This is an optimization exercise on Yosys and OpenROAD, whose aim is small area, a short achievable clock period and few clock cycles per item, not a production implementation. At most, simulation tests tie the RTL to the original design; equivalence was not proved. For runs 2 to 4, only the layout was checked, not whether the RTL still works. Power figures rest on the tool's default switching activity, not on a simulated workload.

==> flow/design.v (outline; a module is shown in full before it is edited, if it fits) <==
// module fp_mul_pipe: 2484 lines
// module fp_fa: 4 lines
// module fp_ha: 4 lines
module fp_mul_pipe
#(
  parameter int EXP_W = 8,
  parameter int MAN_W = 23,
  localparam int W = 1 + EXP_W + MAN_W
) (
  input  logic         clk,
  input  logic         reset,
  input  logic         in_valid,
  output logic         in_ready,
  input  logic         rnd_mode,
  input  logic [W-1:0] a,
  input  logic [W-1:0] b,
  output logic         out_valid,
  input  logic         out_ready,
  output logic [W-1:0] c,
  output logic         ovf,
  output logic         unf,
  output logic         inv
);
  // ...
==> flow/flow/run.sh <==
#!/bin/bash
# Layout flow: the standard ORFS flow (standard.sh, unchanged synthesis),
# with port buffers of a plain small buffer cell instead of the default
# choice, and timing repair allowed to change cell footprints.
set -euo pipefail
bash standard.sh \
  MATCH_CELL_FOOTPRINT=0 \
  BUFFER_PORTS_ARGS="-buffer_cell sky130_fd_sc_hd__buf_2" \
  finish > standard.log 2>&1
==> flow/standard.sh <==
#!/bin/bash
# synth_recipe.tcl (not shown) runs the flow's synth.tcl, then flattens the netlist and writes it again
# the make line also repeats each setting of config.mk as NAME=value (left out here)
make -C /OpenROAD-flow-scripts/flow DESIGN_CONFIG=/design/flow/config.mk WORK_HOME=/design/flow/orfs CLKGATE_MAP_FILE= SYNTH_SCRIPT=/design/flow/synth_recipe.tcl "${@:-finish}"
==> flow/config.mk <==
export PLATFORM = sky130hd
export DESIGN_NAME = fp_mul_pipe
export DESIGN_NICKNAME = fp_mul_pipe
export VERILOG_FILES = /design/flow/design.v
export SDC_FILE = /design/flow/constraint.sdc
export NUM_CORES = 4
export LEC_CHECK = 0
export ABC_AREA = 1
export CAP_MARGIN = 20
export CORE_MARGIN = 2
export CORE_UTILIZATION = 40
export CTS_BUF_LIST = sky130_fd_sc_hd__clkbuf_8 sky130_fd_sc_hd__clkbuf_16
export PLACE_DENSITY = 0.75
export SETUP_SLACK_MARGIN = 4.6
export SLEW_MARGIN = 20
export SYNTH_HIERARCHICAL = 1
export SYNTH_MINIMUM_KEEP_SIZE = 0
==> flow/constraint.sdc <==
create_clock -name core_clock -period 8.5 [get_ports {clk}]
set_input_delay 1.7000 -clock core_clock [delete_from_list [all_inputs] [get_ports {clk}]]
set_output_delay 1.7000 -clock core_clock [all_outputs]
set_load 0.01 [all_outputs]
==> results.sh, run 1 <==
export IMPL_fin_ws_ns=4.59
export IMPL_num_antenna_cells=0
export IMPL_synthMuxAreaShare_pct=0.108
export IMPL_top_layer="met4"
export IMPL_fin_setup_tns_ns=0
export IMPL_grt_pass1_vias=17300
export IMPL_synthToLayoutAreaGrowth_pct=17.1
export IMPL_wl_mm=63.4
export IMPL_ys_types=54
export IMPL_wl_per_cell_um=22.2
export IMPL_cp_cell_sequence="buf_6 -> nor2_4 -> clkinvlp_4 -> buf_8"
export IMPL_firstDrtPassIters=8
export IMPL_worstSetupPathDepth=4
export IMPL_hold_violations=0
export IMPL_async_flop_share_pct=0
export IMPL_intPower_mw=5.44
export IMPL_status="timing/DRC/antenna clean"
export IMPL_p_total_mw=10.5
export IMPL_crit_fanout=2
export IMPL_switching_share_pct=48.2
export IMPL_met3_usage_pct=7.27
export IMPL_wl_met2_mm=28.0
export IMPL_initial_core_util_pct=40.6
export IMPL_synth_edf_count=188
export IMPL_final_clk_cell_share_pct=2.67
export IMPL_finalWeightedCongestion=0.914
export IMPL_worst_hold_path_type="flip-flop to flip-flop"
export IMPL_fin_skew_ns=0.0203
export IMPL_cts_root_buf="clkbuf_16"
export IMPL_fp_dieArea_um2=54000
export IMPL_cts_tree="yes"
export IMPL_cp_endpoint="in_ready"
export IMPL_reg2reg_to="r1_lc"
export IMPL_synth_xor_area_share_pct=13.4
Testbench counts, summed over its fixed seeds: cycles 16,024, items 16,000.
==> run 2, diff against run 1 <==
--- a/flow/design.v
+++ b/flow/design.v
@@ -69,17 +69,17 @@
   logic bt8n;
   logic bo9n;
   logic bt9n;
   logic bo10n;
   logic bt10n;
   logic bo11n;
   logic bt11n;
   assign en       = !vld2 | out_ready;
-  assign in_ready = en;
+  assign in_ready = out_ready;
   assign out_valid = vld2;
   always_ff @(posedge clk) begin
     if (reset) begin
       vld1 <= 1'b0;
       vld2 <= 1'b0;
       vld3 <= 1'b0;
     end else if (en) begin
       vld1 <= vld0;
@@ -1916,17 +1916,17 @@
   assign lo_c999 = pg997;
   assign lo_st1000 = (cp906 ^ 1'b0) | (pp2 ^ (bn0 | pp1)) | (cp908 ^ pp2) | (cp910 ^ (hs813 | pp27)) | (cp912 ^ (hc814 | hs815)) | (cp914 ^ (hc816 | fs817)) | (cp916 ^ (fc818 | fs819)) | (cp918 ^ (fc820 | fs821)) | (cp920 ^ (fc822 | fs823)) | (cp922 ^ (fc824 | fs825)) | (cp924 ^ (fc826 | fs827)) | (cp926 ^ (fc828 | fs829)) | (cp928 ^ (fc830 | fs831)) | (cp930 ^ (fc832 | fs833)) | (cp932 ^ (fc834 | fs835)) | (cp934 ^ (fc836 | fs837));
   logic st_d, st0;
   assign st_d = ~((1'b1 & ~(|b[21:0])) | (~(|a[0:0]) & ~(|b[20:0])) | (~(|a[1:0]) & ~(|b[19:0])) | (~(|a[2:0]) & ~(|b[18:0])) | (~(|a[3:0]) & ~(|b[17:0])) | (~(|a[4:0]) & ~(|b[16:0])) | (~(|a[5:0]) & ~(|b[15:0])) | (~(|a[6:0]) & ~(|b[14:0])) | (~(|a[7:0]) & ~(|b[13:0])) | (~(|a[8:0]) & ~(|b[12:0])) | (~(|a[9:0]) & ~(|b[11:0])) | (~(|a[10:0]) & ~(|b[10:0])) | (~(|a[11:0]) & ~(|b[9:0])) | (~(|a[12:0]) & ~(|b[8:0])) | (~(|a[13:0]) & ~(|b[7:0])) | (~(|a[14:0]) & ~(|b[6:0])) | (~(|a[15:0]) & ~(|b[5:0])) | (~(|a[16:0]) & ~(|b[4:0])) | (~(|a[17:0]) & ~(|b[3:0])) | (~(|a[18:0]) & ~(|b[2:0])) | (~(|a[19:0]) & ~(|b[1:0])) | (~(|a[20:0]) & ~(|b[0:0])) | (~(|a[21:0]) & 1'b1));
   logic [9:0] eb_s;
   assign eb_s = {2'b00, a[30:23]} + {2'b00, b[30:23]} - 10'd127;
   always_ff @(posedge clk) begin
     if (reset) vld0 <= 1'b0;
-    else if (en) vld0 <= in_valid;
+    else if (en) vld0 <= in_valid & in_ready;
   end
   always_ff @(posedge clk) if (en) begin
     amn <= ~a[22:0]; bm <= b[22:0];
     s0 <= a[31] ^ b[31]; m0 <= rnd_mode;
     inv0 <= (&a[30:23]) | (&b[30:23]);
     zero0 <= ~(|a[30:23]) | ~(|b[30:23]);
     e0 <= eb_s;
     st0 <= st_d;
--- a/flow/config.mk
+++ b/flow/config.mk
@@ -5,13 +5,12 @@
 export SDC_FILE = /design/flow/constraint.sdc
 export NUM_CORES = 4
 export LEC_CHECK = 0
 export ABC_AREA = 1
 export CAP_MARGIN = 20
 export CORE_MARGIN = 2
 export CORE_UTILIZATION = 40
 export CTS_BUF_LIST = sky130_fd_sc_hd__clkbuf_8 sky130_fd_sc_hd__clkbuf_16
-export PLACE_DENSITY = 0.75
 export SETUP_SLACK_MARGIN = 4.6
 export SLEW_MARGIN = 20
 export SYNTH_HIERARCHICAL = 1
 export SYNTH_MINIMUM_KEEP_SIZE = 0
==> results.sh, run 2 <==
export IMPL_crit_fanout=10
export IMPL_fin_setup_tns_ns=0
export IMPL_drc=0
export IMPL_arrival_ns=4.04
export IMPL_dpl_cell_area_um2=22200
export IMPL_power_frac_comb_pct=73.2
export IMPL_synth_compound_area_share_pct=10.7
export IMPL_nFillCells=4806
export IMPL_fp_dieArea_um2=54400
export IMPL_cp_required_ns=8.72
export IMPL_synth_xor_area_share_pct=13.3
export IMPL_ys_types=54
export IMPL_design_area_um2=24200
export IMPL_final_antenna_net_count=0
export IMPL_final_nets=2591
export IMPL_core_rowCount=84
export IMPL_num_antenna_cells=0
export IMPL_synth_common_cells="xor2_1 (283), fa_1 (265), o22ai_1 (243)"
export IMPL_htree_levels=4
export IMPL_cts_sinks=191
export IMPL_largest_reg_flops=32
export IMPL_hold_buffers=0
export IMPL_p_sw_mw=4.85
export IMPL_pwr_share_clk_pct=8.6
export IMPL_syn_cell_area_um2=21000
export IMPL_ys_seq_area_share_pct=27.1
export IMPL_end_kind="flip-flop"
export IMPL_async_flop_share_pct=0
export IMPL_track_usage_pct=22.0
export IMPL_io_pins=106
export IMPL_synthSimpleGateAreaFrac_pct=11.1
export IMPL_period_share_pct=44.9
export IMPL_fin_crit_ns=3.82
export IMPL_setup_violations=0
export IMPL_critPathLaunchType="flip-flop"
export IMPL_cts_made_buffers=17
export IMPL_static_leakage_power_nw=10.2
export IMPL_layout_drive_gt1_share_pct=18.9
export IMPL_rrSetupSlack_ns=4.68
export IMPL_yosysMostFrequentCell="xor2_1"
export IMPL_status="timing/DRC/antenna clean"
export IMPL_ys_ff_latch=191
export IMPL_synth_top_family_by_area="adder cells"
export IMPL_die_h_um=233
export IMPL_firstDrtPassIters=6
export IMPL_regMostFlops="c_q"
export IMPL_max_freq_ghz=0.262
export IMPL_power_frac_seq_pct=18.2
export IMPL_power_density_nw_per_um2=416
export IMPL_synth_cells=2032
export IMPL_synth_edf_count=188
export IMPL_intPower_mw=5.21
export IMPL_p_total_mw=10.1
export IMPL_core_area_um2=52200
export IMPL_synth_top_area_share_pct=26.9
export IMPL_whs_path_depth=0
export IMPL_clk_pin_slew_ns=0.09
export IMPL_grt_start_max_net_pins=129
export IMPL_avgSynthCellArea_um2=10.3
export IMPL_hold_slack_ns=0.425
export IMPL_worstHoldStart="e0[5]"
export IMPL_fin_skew_ns=0.0283
export IMPL_slew_headroom_pct=32.2
export IMPL_path_class="flip-flop to flip-flop"
export IMPL_vias=15800
export IMPL_ff2ff_path_depth=8
export IMPL_synthToLayoutAreaGrowth_pct=15.2
export IMPL_wl_mm=58.5
export IMPL_hpwl_mm=39.2
export IMPL_holdPathEnd="e1[5]"
export IMPL_cts_tree="yes"
export IMPL_worst_hold_path_type="flip-flop to flip-flop"
export IMPL_first_iter_violations=1357
export IMPL_yosys_warnings=7
export IMPL_viasPerCell=5.56
export IMPL_clk_latency_ns=0.50
export IMPL_grt_pass1_vias=16500
export IMPL_wl_per_cell_um=20.5
export IMPL_layout_commonest_cell="xor2_1"
export IMPL_synthMuxAreaShare_pct=0.107
export IMPL_rsz0062_at_grt="yes"
export IMPL_r2r_start="bt1n"
export IMPL_gr_total_overflow=0
export IMPL_cts_buffer_depth=2
export IMPL_hold_violations=0
export IMPL_synth_area_leader_cell="edfxtp_1"
export IMPL_peakVddDrop_uv=205
export IMPL_maxSlewViolCount=0
export IMPL_yosys_area_share_adder_pct=31.9
export IMPL_maxCapViolations=0
export IMPL_grt_pass1_wl_mm=91.6
export IMPL_reg2reg_to="r1_25_1"
export IMPL_reg_largest_list="c_q x32, amn x23, bm x11"
export IMPL_die_w_um=233
export IMPL_ys_top_cells_by_area="edfxtp_1 (27%), fa_1 (25%), xor2_1 (12%)"
export IMPL_initial_core_util_pct=40.2
export IMPL_finalWeightedCongestion=0.882
export IMPL_ys_flop_type="edfxtp_1"
export IMPL_io_buffers=105
export IMPL_tightest_slew_ns=1.02
export IMPL_most_common_layout_cells="xor2_1 (282), fa_1 (261), o22ai_1 (240)"
export IMPL_switching_share_pct=48.2
export IMPL_cts_root_buf="clkbuf_16"
export IMPL_antenna_found_initial=0
run 2: cell count changes after synthesis, sizes merged, moves of 3 or more:
cell,previous run,this run
nor2,95,99
buf,35,30
clkbuf,106,111
nand3,81,95
nor3,6,10
o21ai,37,31
nand3b,1,5
nand2,250,242
inv,173,170
run 2: cell type report:
| class | count | area [um2] | area share (%) |
|---|---|---|---|
| clock buffers | 17 | 425 | 1.76 |
| clock inverters | 15 | 213 | 0.878 |
| inverters | 170 | 638 | 2.64 |
| multi-input cells | 1545 | 14700 | 60.6 |
| flip-flops and latches | 191 | 5710 | 23.6 |
| well taps | 688 | 861 | 3.56 |
| repair buffers | 221 | 1690 | 6.99 |
run 2: timing repair:
| item | 4_1_cts | 5_1_grt |
|---|---|---|
| cloned | 5 | 1 |
| setup buffers | 29 | 42 |
| setup endpoints to repair | 69 | 62 |
| pin swaps | 9 | 43 |
| gates resized for setup | 19 | 92 |
run 2: worst max-delay path by stage:
stage,start,end,slack [ns],cells past startpoint
global placement,r1_18_0,c_q[14],3.96,22
detailed placement,r1_18_0,c_q[5],3.90,22
floorplan,bm[1],r1_lc,4.60,12
CTS,r1_18_0,c_q[0],4.60,25
global route,r1_16_1,c_q[0],4.52,27
finish,bt1n,r1_25_1,4.68,8
run 2: worst max-delay path: stages, from the launching register on:
cell and delay [ns]:
edfxtp_1 0.58, buf_4 0.23, o22ai_1 0.17, xor2_1 0.24, fa_1 0.47, fa_1 0.50, fa_1 0.43, fa_1 0.53
fa_1 0.40
run 2: metal layers:
metal / wire [um] / global-route usage [%] / part of all wire [%]
met1: 23800 / 28.1 / 41
met3: 4510 / 4.46 / 7.7
met5: 0 / 0 / 0
met4: 2450 / 10.3 / 4.2
met2: 27700 / 35.7 / 47
run 2: modules after synthesis, one instance, submodules excluded:
module,flops+latches,copies in the design,cells,cell area [um2]
fp_fa,0,264,1,20.0
fp_ha,0,79,1,12.5
fp_mul_pipe,191,1,1689,14700
run 2: cells by family (layout without fill, tap and decap cells):
logic type | after synthesis | in the layout
buffers and inverters | 311 | 423
XOR/XNOR | 318 | 318
AO/OA/AOI/OAI | 359 | 359
flip-flops | 191 | 191
AND/OR/NAND/NOR | 473 | 477
other | 2 | 13
multiplexers | 2 | 2
adder cells (fa/ha/maj) | 376 | 376
run 2: power groups by stage:
| stage | Clock, mW | Sequential, mW | Combinational (mW) |
|---|---|---|---|
| after floorplan | 0 | 1.87 | 4.99 |
| after global placement | 0 | 1.87 | 6.57 |
| after detailed placement | 0 | 1.87 | 6.71 |
| after CTS | 0.893 | 1.84 | 6.93 |
| after global routing | 0.924 | 1.87 | 8.40 |
| final | 0.865 | 1.83 | 7.37 |
run 2: through the flow:
step	utilization [%]	std cells	setup slack, ns
after CTS	44.6	2804	4.60
after global routing	46.4	2847	4.52
after floorplan	-	2043	4.60
after detailed placement	42.5	2738	3.90
after global placement	42.5	2738	3.96
final	46.4	2847	4.68
==> run 3, diff against run 2 <==
--- a/flow/flow/run.sh
+++ b/flow/flow/run.sh
@@ -5,5 +5,6 @@
 set -euo pipefail
 bash standard.sh \
   MATCH_CELL_FOOTPRINT=0 \
+  REMOVE_ABC_BUFFERS=1 \
   BUFFER_PORTS_ARGS="-buffer_cell sky130_fd_sc_hd__buf_2" \
   finish > standard.log 2>&1
==> results.sh, run 3 <==
export IMPL_ys_flop_type="edfxtp_1"
export IMPL_die_h_um=233
export IMPL_power_density_nw_per_um2=418
export IMPL_wl_per_cell_um=20.6
export IMPL_synth_area_leader_cell="edfxtp_1"
export IMPL_slew_headroom_pct=33.6
export IMPL_synth_top_area_share_pct=26.9
export IMPL_yosys_warnings=7
export IMPL_layout_commonest_cell="xor2_1"
export IMPL_static_leakage_power_nw=10.2
export IMPL_worst_hold_path_type="flip-flop to flip-flop"
export IMPL_final_nets=2590
export IMPL_hold_violations=0
export IMPL_initial_core_util_pct=40.2
export IMPL_hold_buffers=0
export IMPL_fp_dieArea_um2=54400
export IMPL_maxCapViolations=0
export IMPL_fin_setup_tns_ns=0
export IMPL_cts_made_buffers=17
export IMPL_yosysMostFrequentCell="xor2_1"
export IMPL_synthToLayoutAreaGrowth_pct=15.2
export IMPL_viasPerCell=5.61
export IMPL_fin_skew_ns=0.0231
export IMPL_peakVddDrop_uv=230
export IMPL_rsz0062_at_grt="yes"
export IMPL_final_antenna_net_count=0
export IMPL_core_area_um2=52200
export IMPL_synth_cells=2032
export IMPL_dpl_cell_area_um2=22200
export IMPL_wl_mm=58.6
export IMPL_gr_total_overflow=0
export IMPL_hpwl_mm=38.2
export IMPL_antenna_found_initial=0
export IMPL_synth_edf_count=188
export IMPL_ys_seq_area_share_pct=27.1
export IMPL_holdPathEnd="e1[4]"
export IMPL_grt_met2_usage_pct=34.7
export IMPL_tightest_slew_ns=0.995
export IMPL_met1_usage_pct=28.0
export IMPL_layout_drive_gt1_share_pct=18.6
export IMPL_design_area_um2=24200
export IMPL_synth_common_cells="xor2_1 (283), fa_1 (265), o22ai_1 (243)"
export IMPL_ys_top_cells_by_area="edfxtp_1 (27%), fa_1 (25%), xor2_1 (12%)"
export IMPL_met3_usage_pct=4.69
export IMPL_cts_buffer_depth=2
export IMPL_reg2reg_to="r1_29_1"
export IMPL_clk_pin_slew_ns=0.08
export IMPL_syn_cell_area_um2=21000
export IMPL_drc=0
export IMPL_die_w_um=233
export IMPL_r2r_start="bo4n"
export IMPL_grt_pass1_vias=16100
export IMPL_crit_fanout=24
export IMPL_max_freq_ghz=0.259
export IMPL_critPathLaunchType="flip-flop"
export IMPL_grt_busiest_layer="met2"
export IMPL_cts_tree="yes"
export IMPL_finalWeightedCongestion=0.904
export IMPL_first_iter_violations=1392
export IMPL_regMostFlops="c_q"
export IMPL_path_class="flip-flop to flip-flop"
export IMPL_p_total_mw=10.1
export IMPL_cp_required_ns=8.72
export IMPL_io_pins=106
export IMPL_track_usage_pct=21.7
export IMPL_grt_start_max_net_pins=132
export IMPL_rrSetupSlack_ns=4.64
export IMPL_status="timing/DRC/antenna clean"
export IMPL_end_kind="flip-flop"
export IMPL_ys_types=54
export IMPL_cts_root_buf="clkbuf_16"
export IMPL_arrival_ns=4.07
export IMPL_io_buffers=105
export IMPL_ys_ff_latch=191
export IMPL_ff2ff_path_depth=8
export IMPL_avgSynthCellArea_um2=10.3
export IMPL_num_antenna_cells=0
export IMPL_maxSlewViolCount=0
export IMPL_fin_crit_ns=3.86
export IMPL_period_share_pct=45.4
export IMPL_worstHoldStart="e0[4]"
export IMPL_nFillCells=4786
export IMPL_async_flop_share_pct=0
export IMPL_htree_levels=4
export IMPL_cts_sinks=191
export IMPL_setup_violations=0
export IMPL_largest_reg_flops=32
export IMPL_clk_latency_ns=0.50
export IMPL_most_common_layout_cells="xor2_1 (282), fa_1 (264), o22ai_1 (237)"
export IMPL_reg_largest_list="c_q x32, amn x23, bm x11"
export IMPL_grt_pass1_wl_mm=90.2
export IMPL_core_rowCount=84
export IMPL_firstDrtPassIters=7
export IMPL_vias=16000
export IMPL_whs_path_depth=0
run 3: cell counts after synthesis:
No cell type changed its count.
run 3: Yosys stat by module (local to each module, per instance):
module | flops+latches | times used | cell area (um2)
fp_fa | 0 | 264 | 20.0
fp_ha | 0 | 79 | 12.5
fp_mul_pipe | 191 | 1 | 14700
run 3: cell type report:
| cell class | instances | area [um2] | share of cell area, % |
|---|---|---|---|
| Clock buffer | 17 | 425 | 1.76 |
| Multi-Input combinational cell | 1545 | 14700 | 60.8 |
| Clock inverter | 15 | 226 | 0.936 |
| Timing Repair Buffer | 220 | 1640 | 6.78 |
| Inverter | 170 | 638 | 2.64 |
| Sequential cell | 191 | 5710 | 23.6 |
| Tap cell | 688 | 861 | 3.56 |
run 3: worst max-delay path, cell delays in order (launching register included):
cell	delay [ns]
edfxtp_1	0.38
buf_4	0.28
o22ai_1	0.28
xor2_1	0.23
fa_1	0.49
fa_1	0.47
fa_1	0.49
fa_1	0.52
fa_1	0.44
run 3: logic make-up (layout without fill, tap and decap cells):
group / count (synthesis) / in the layout / share of synthesized area (%)
compound gates: 359 / 359 / 10.7
fa+ha+maj: 376 / 376 / 31.9
simple gates: 473 / 477 / 11.1
other cells: 2 / 13 / 0.0357
xor+xnor: 318 / 318 / 13.3
mux: 2 / 2 / 0.107
flops: 191 / 191 / 27.1
buf+inv: 311 / 422 / 5.82
run 3: power breakdown:
part	total, mW	switching, mW	internal [mW]
combinational	7.40	4.27	3.13
sequential	1.84	0.119	1.72
clock	0.884	0.446	0.438
total	10.1	4.84	5.29
run 3: through the flow:
stage	setup slack [ns]	hold WS, ns	util, %	instances
6_report	4.64	0.423	46.3	2846
5_1_grt	4.55	0.417	46.3	2846
4_1_cts	4.60	0.425	44.7	2805
3_5_place_dp	3.88	0.407	42.5	2739
3_3_place_gp	4.01	0.402	42.5	2739
2_1_floorplan	2.02	0.400	-	1902
run 3: how the worst max path moves through the flow:
| stage | slack (ns) | end | cells after the start | from |
|---|---|---|---|---|
| global placement | 4.01 | c_q[12] | 22 | r1_18_0 |
| floorplan | 2.02 | vld2 | 5 | out_ready |
| finish | 4.64 | r1_29_1 | 8 | bo4n |
| global route | 4.55 | c_q[10] | 23 | r1_43_0 |
| detailed placement | 3.88 | c_q[12] | 22 | r1_18_0 |
| CTS | 4.60 | c_q[29] | 25 | r1_18_0 |
run 3: what timing repair did:
action | 4_1_cts | 5_1_grt
endpoints found under the setup margin | 73 | 57
gates cloned | 4 | 1
buffers inserted | 30 | 40
pin swaps | 5 | 41
gates resized for setup | 15 | 84
run 3: routing by layer:
metal | wire length (um) | share of wire [%]
met2 | 27300 | 47
met3 | 5050 | 8.6
met5 | 0 | 0
met1 | 23700 | 41
met4 | 2510 | 4.3
==> run 4, diff against run 3 <==
--- a/flow/flow/run.sh
+++ b/flow/flow/run.sh
@@ -5,6 +5,5 @@
 set -euo pipefail
 bash standard.sh \
   MATCH_CELL_FOOTPRINT=0 \
-  REMOVE_ABC_BUFFERS=1 \
   BUFFER_PORTS_ARGS="-buffer_cell sky130_fd_sc_hd__buf_2" \
   finish > standard.log 2>&1
--- a/flow/config.mk
+++ b/flow/config.mk
@@ -10,7 +10,7 @@
 export CORE_MARGIN = 2
 export CORE_UTILIZATION = 40
 export CTS_BUF_LIST = sky130_fd_sc_hd__clkbuf_8 sky130_fd_sc_hd__clkbuf_16
-export SETUP_SLACK_MARGIN = 4.6
+export SETUP_SLACK_MARGIN = 4.8
 export SLEW_MARGIN = 20
 export SYNTH_HIERARCHICAL = 1
 export SYNTH_MINIMUM_KEEP_SIZE = 0
==> results.sh, run 4 <==
export IMPL_peakVddDrop_uv=232
export IMPL_finalWeightedCongestion=0.898
export IMPL_antenna_found_initial=0
export IMPL_end_kind="flip-flop"
export IMPL_crit_fanout=7
export IMPL_tightest_slew_ns=1.09
export IMPL_slew_headroom_pct=27.5
export IMPL_vias=16200
export IMPL_arrival_ns=3.99
export IMPL_power_density_nw_per_um2=417
export IMPL_cts_buffer_depth=2
export IMPL_whs_path_depth=0
export IMPL_final_util_pct=47.5
export IMPL_instances_no_fill=2861
export IMPL_htree_levels=4
export IMPL_rsz0062_at_grt="yes"
export IMPL_fin_crit_ns=3.77
export IMPL_firstDrtPassIters=5
export IMPL_die_w_um=233
export IMPL_grt_pass1_vias=16900
export IMPL_async_flop_share_pct=0
export IMPL_cts_tree="yes"
export IMPL_first_iter_violations=1352
export IMPL_hold_violations=0
export IMPL_synth_top_area_share_pct=26.9
export IMPL_die_h_um=233
export IMPL_synthToLayoutAreaGrowth_pct=18.0
export IMPL_worst_hold_path_type="flip-flop to flip-flop"
export IMPL_worstHoldStart="e0[6]"
export IMPL_num_antenna_cells=0
export IMPL_p_total_mw=10.3
export IMPL_regMostFlops="c_q"
export IMPL_r2r_start="amn[12]"
export IMPL_maxCapViolations=0
export IMPL_initial_core_util_pct=40.2
export IMPL_path_class="flip-flop to flip-flop"
export IMPL_maxSlewViolCount=0
export IMPL_status="timing/DRC/antenna clean"
export IMPL_drc=0
export IMPL_reg_largest_list="c_q x32, amn x23, bm x11"
export IMPL_core_area_um2=52200
export IMPL_max_freq_ghz=0.265
export IMPL_syn_cell_area_um2=21000
export IMPL_reg2reg_to="r1_lc"
export IMPL_cts_sinks=191
export IMPL_layout_commonest_cell="xor2_1"
export IMPL_critPathLaunchType="flip-flop"
export IMPL_period_share_pct=44.3
export IMPL_final_nets=2605
export IMPL_track_usage_pct=22.5
export IMPL_yosysMostFrequentCell="xor2_1"
export IMPL_layout_drive_gt1_share_pct=23.1
export IMPL_final_antenna_net_count=0
export IMPL_clk_pin_slew_ns=0.08
export IMPL_fin_setup_tns_ns=0
export IMPL_most_common_layout_cells="xor2_1 (273), fa_1 (222), o22ai_1 (210)"
export IMPL_viasPerCell=5.65
export IMPL_fp_dieArea_um2=54400
export IMPL_rrSetupSlack_ns=4.73
export IMPL_yosys_warnings=7
export IMPL_fin_skew_ns=0.0258
export IMPL_static_leakage_power_nw=10.4
export IMPL_largest_reg_flops=32
export IMPL_grt_start_max_net_pins=131
export IMPL_synth_area_leader_cell="edfxtp_1"
export IMPL_holdPathEnd="e1[6]"
export IMPL_clk_latency_ns=0.50
export IMPL_synth_edf_count=188
export IMPL_avgSynthCellArea_um2=10.3
export IMPL_hpwl_mm=39.4
export IMPL_ys_seq_area_share_pct=27.1
export IMPL_ys_ff_latch=191
export IMPL_gr_total_overflow=0
export IMPL_core_rowCount=84
export IMPL_synth_common_cells="xor2_1 (283), fa_1 (265), o22ai_1 (243)"
export IMPL_ys_top_cells_by_area="edfxtp_1 (27%), fa_1 (25%), xor2_1 (12%)"
export IMPL_cts_made_buffers=17
export IMPL_ys_flop_type="edfxtp_1"
export IMPL_cp_required_ns=8.72
export IMPL_io_buffers=105
export IMPL_cts_root_buf="clkbuf_16"
export IMPL_ys_types=54
export IMPL_ff2ff_path_depth=12
export IMPL_dp_cells=2739
export IMPL_setup_violations=0
export IMPL_grt_pass1_wl_mm=93.5
export IMPL_wl_mm=60.1
export IMPL_wl_per_cell_um=21.0
export IMPL_io_pins=106
export IMPL_synth_cells=2032
## run 4: changes by cell type in the layout (fill, tap and decap cells not counted), sizes merged
cell	previous run	this run
clkbuf	20	22
clkinvlp	0	4
buf	217	230
inv	179	175
## run 4: routing by layer
layer  up-vias  part of all wire, %  global-route usage, %
met2       860                   48                   37.2
met3       175                  8.2                   4.83
met4         0                  3.9                   10.2
met5         -                    0                      0
li1       7206                    -                      -
met1      7910                   40                   28.1
## run 4: what timing repair did
item                                   in CTS  in global routing
pin swaps                                  42                 74
cloned                                      7                  1
endpoints found under the hold margin       0                  0
resized for setup                          97                136
setup buffers                              70                 12
hold buffers                                0                  0
setup endpoints to repair                  76                 66
## run 4: layout make-up
class / instances / area, um2
clock inverter: 15 / 171
multi-input combinational: 1545 / 15100
fill: 4731 / 27400
tap: 688 / 861
timing repair buffer: 235 / 1910
sequential: 191 / 5710
clock buffer: 17 / 425
inverter: 170 / 642
## run 4: how the worst max path moves through the flow
stage	from	endpoint	slack, ns	depth (start not counted)
6_report	amn[12]	r1_lc	4.73	12
5_1_grt	r1_18_0	c_q[25]	4.57	26
3_3_place_gp	r1_18_0	c_q[14]	3.92	22
3_5_place_dp	r1_18_0	c_q[4]	3.86	22
2_1_floorplan	bm[11]	r1_25_1	4.81	8
4_1_cts	r1_18_1	c_q[31]	4.75	23
## run 4: stage by stage
step	hold WS (ns)	worst slack, ns	area, um2
2_1_floorplan	0.400	4.81	21100
3_3_place_gp	0.401	3.92	22200
3_5_place_dp	0.405	3.86	22200
4_1_cts	0.423	4.75	24100
5_1_grt	0.426	4.57	24800
6_report	0.422	4.73	24800
## run 4: worst max-delay path, stage by stage, from the launching register on
cell,delay [ns]
edfxtp_1,0.44
buf_12,0.17
o22ai_4,0.18
xor2_2,0.18
fa_1,0.46
fa_2,0.37
fa_1,0.49
fa_1,0.60
ha_4,0.21
a21oi_2,0.11
nor2_1,0.05
nor2_1,0.13
o311ai_2,0.11
## run 4: logic make-up after synthesis
logic type / Yosys count / share of synthesized area [%]
DFF: 191 / 27.1
muxes: 2 / 0.107
AOI/OAI and AO/OA: 359 / 10.7
adders and majority gates: 376 / 31.9
and+or+nand+nor: 473 / 11.1
other: 2 / 0.0357
buffers and inverters: 311 / 5.82
xor gates and xnor gates: 318 / 13.3
## run 4: power by group
part	internal (mW)	switching (mW)	total [mW]	leakage, nW
logic	3.25	4.43	7.69	8.10
clock network	0.417	0.408	0.825	0.282
registers	1.72	0.102	1.82	1.99
## run 4: Yosys stat by module, one instance, submodules excluded
module / flops+latches / times used / area, um2
fp_fa: 0 / 264 / 20.0
fp_ha: 0 / 79 / 12.5
fp_mul_pipe: 191 / 1 / 14700

-- re-timing with driven ports --
In the flow no input, the clock included, has a driving cell. The finished layouts below were timed again as built, in two steps.
Step 1: set_driving_cell puts a clkbuf_16 on clk and a buf_2 on each other input, an assumption about the parent block.
Step 2 also shifts input and output timing later by t, the mid clock arrival at the registers, as if the neighbouring blocks saw the same clock.
a / b / c = no drivers / after step 1 / after step 2; a / b = the first two.
run | t, ns | setup slack, ns | hold slack, ns
run 1 | 0.518 | 4.591 / 4.559 / 4.517 | 0.416 / 0.416 / 0.416
run 2 | 0.540 | 4.682 / 4.682 / 4.682 | 0.425 / 0.425 / 0.425
run 3 | 0.544 | 4.644 / 4.644 / 4.644 | 0.423 / 0.423 / 0.423
run 4 | 0.547 | 4.732 / 4.732 / 4.732 | 0.422 / 0.423 / 0.423
After both steps setup and hold are still met in every run listed. For run 1, which loses most, drivers alone change the setup slack by -0.032 ns; drivers and shift together by -0.074 ns.
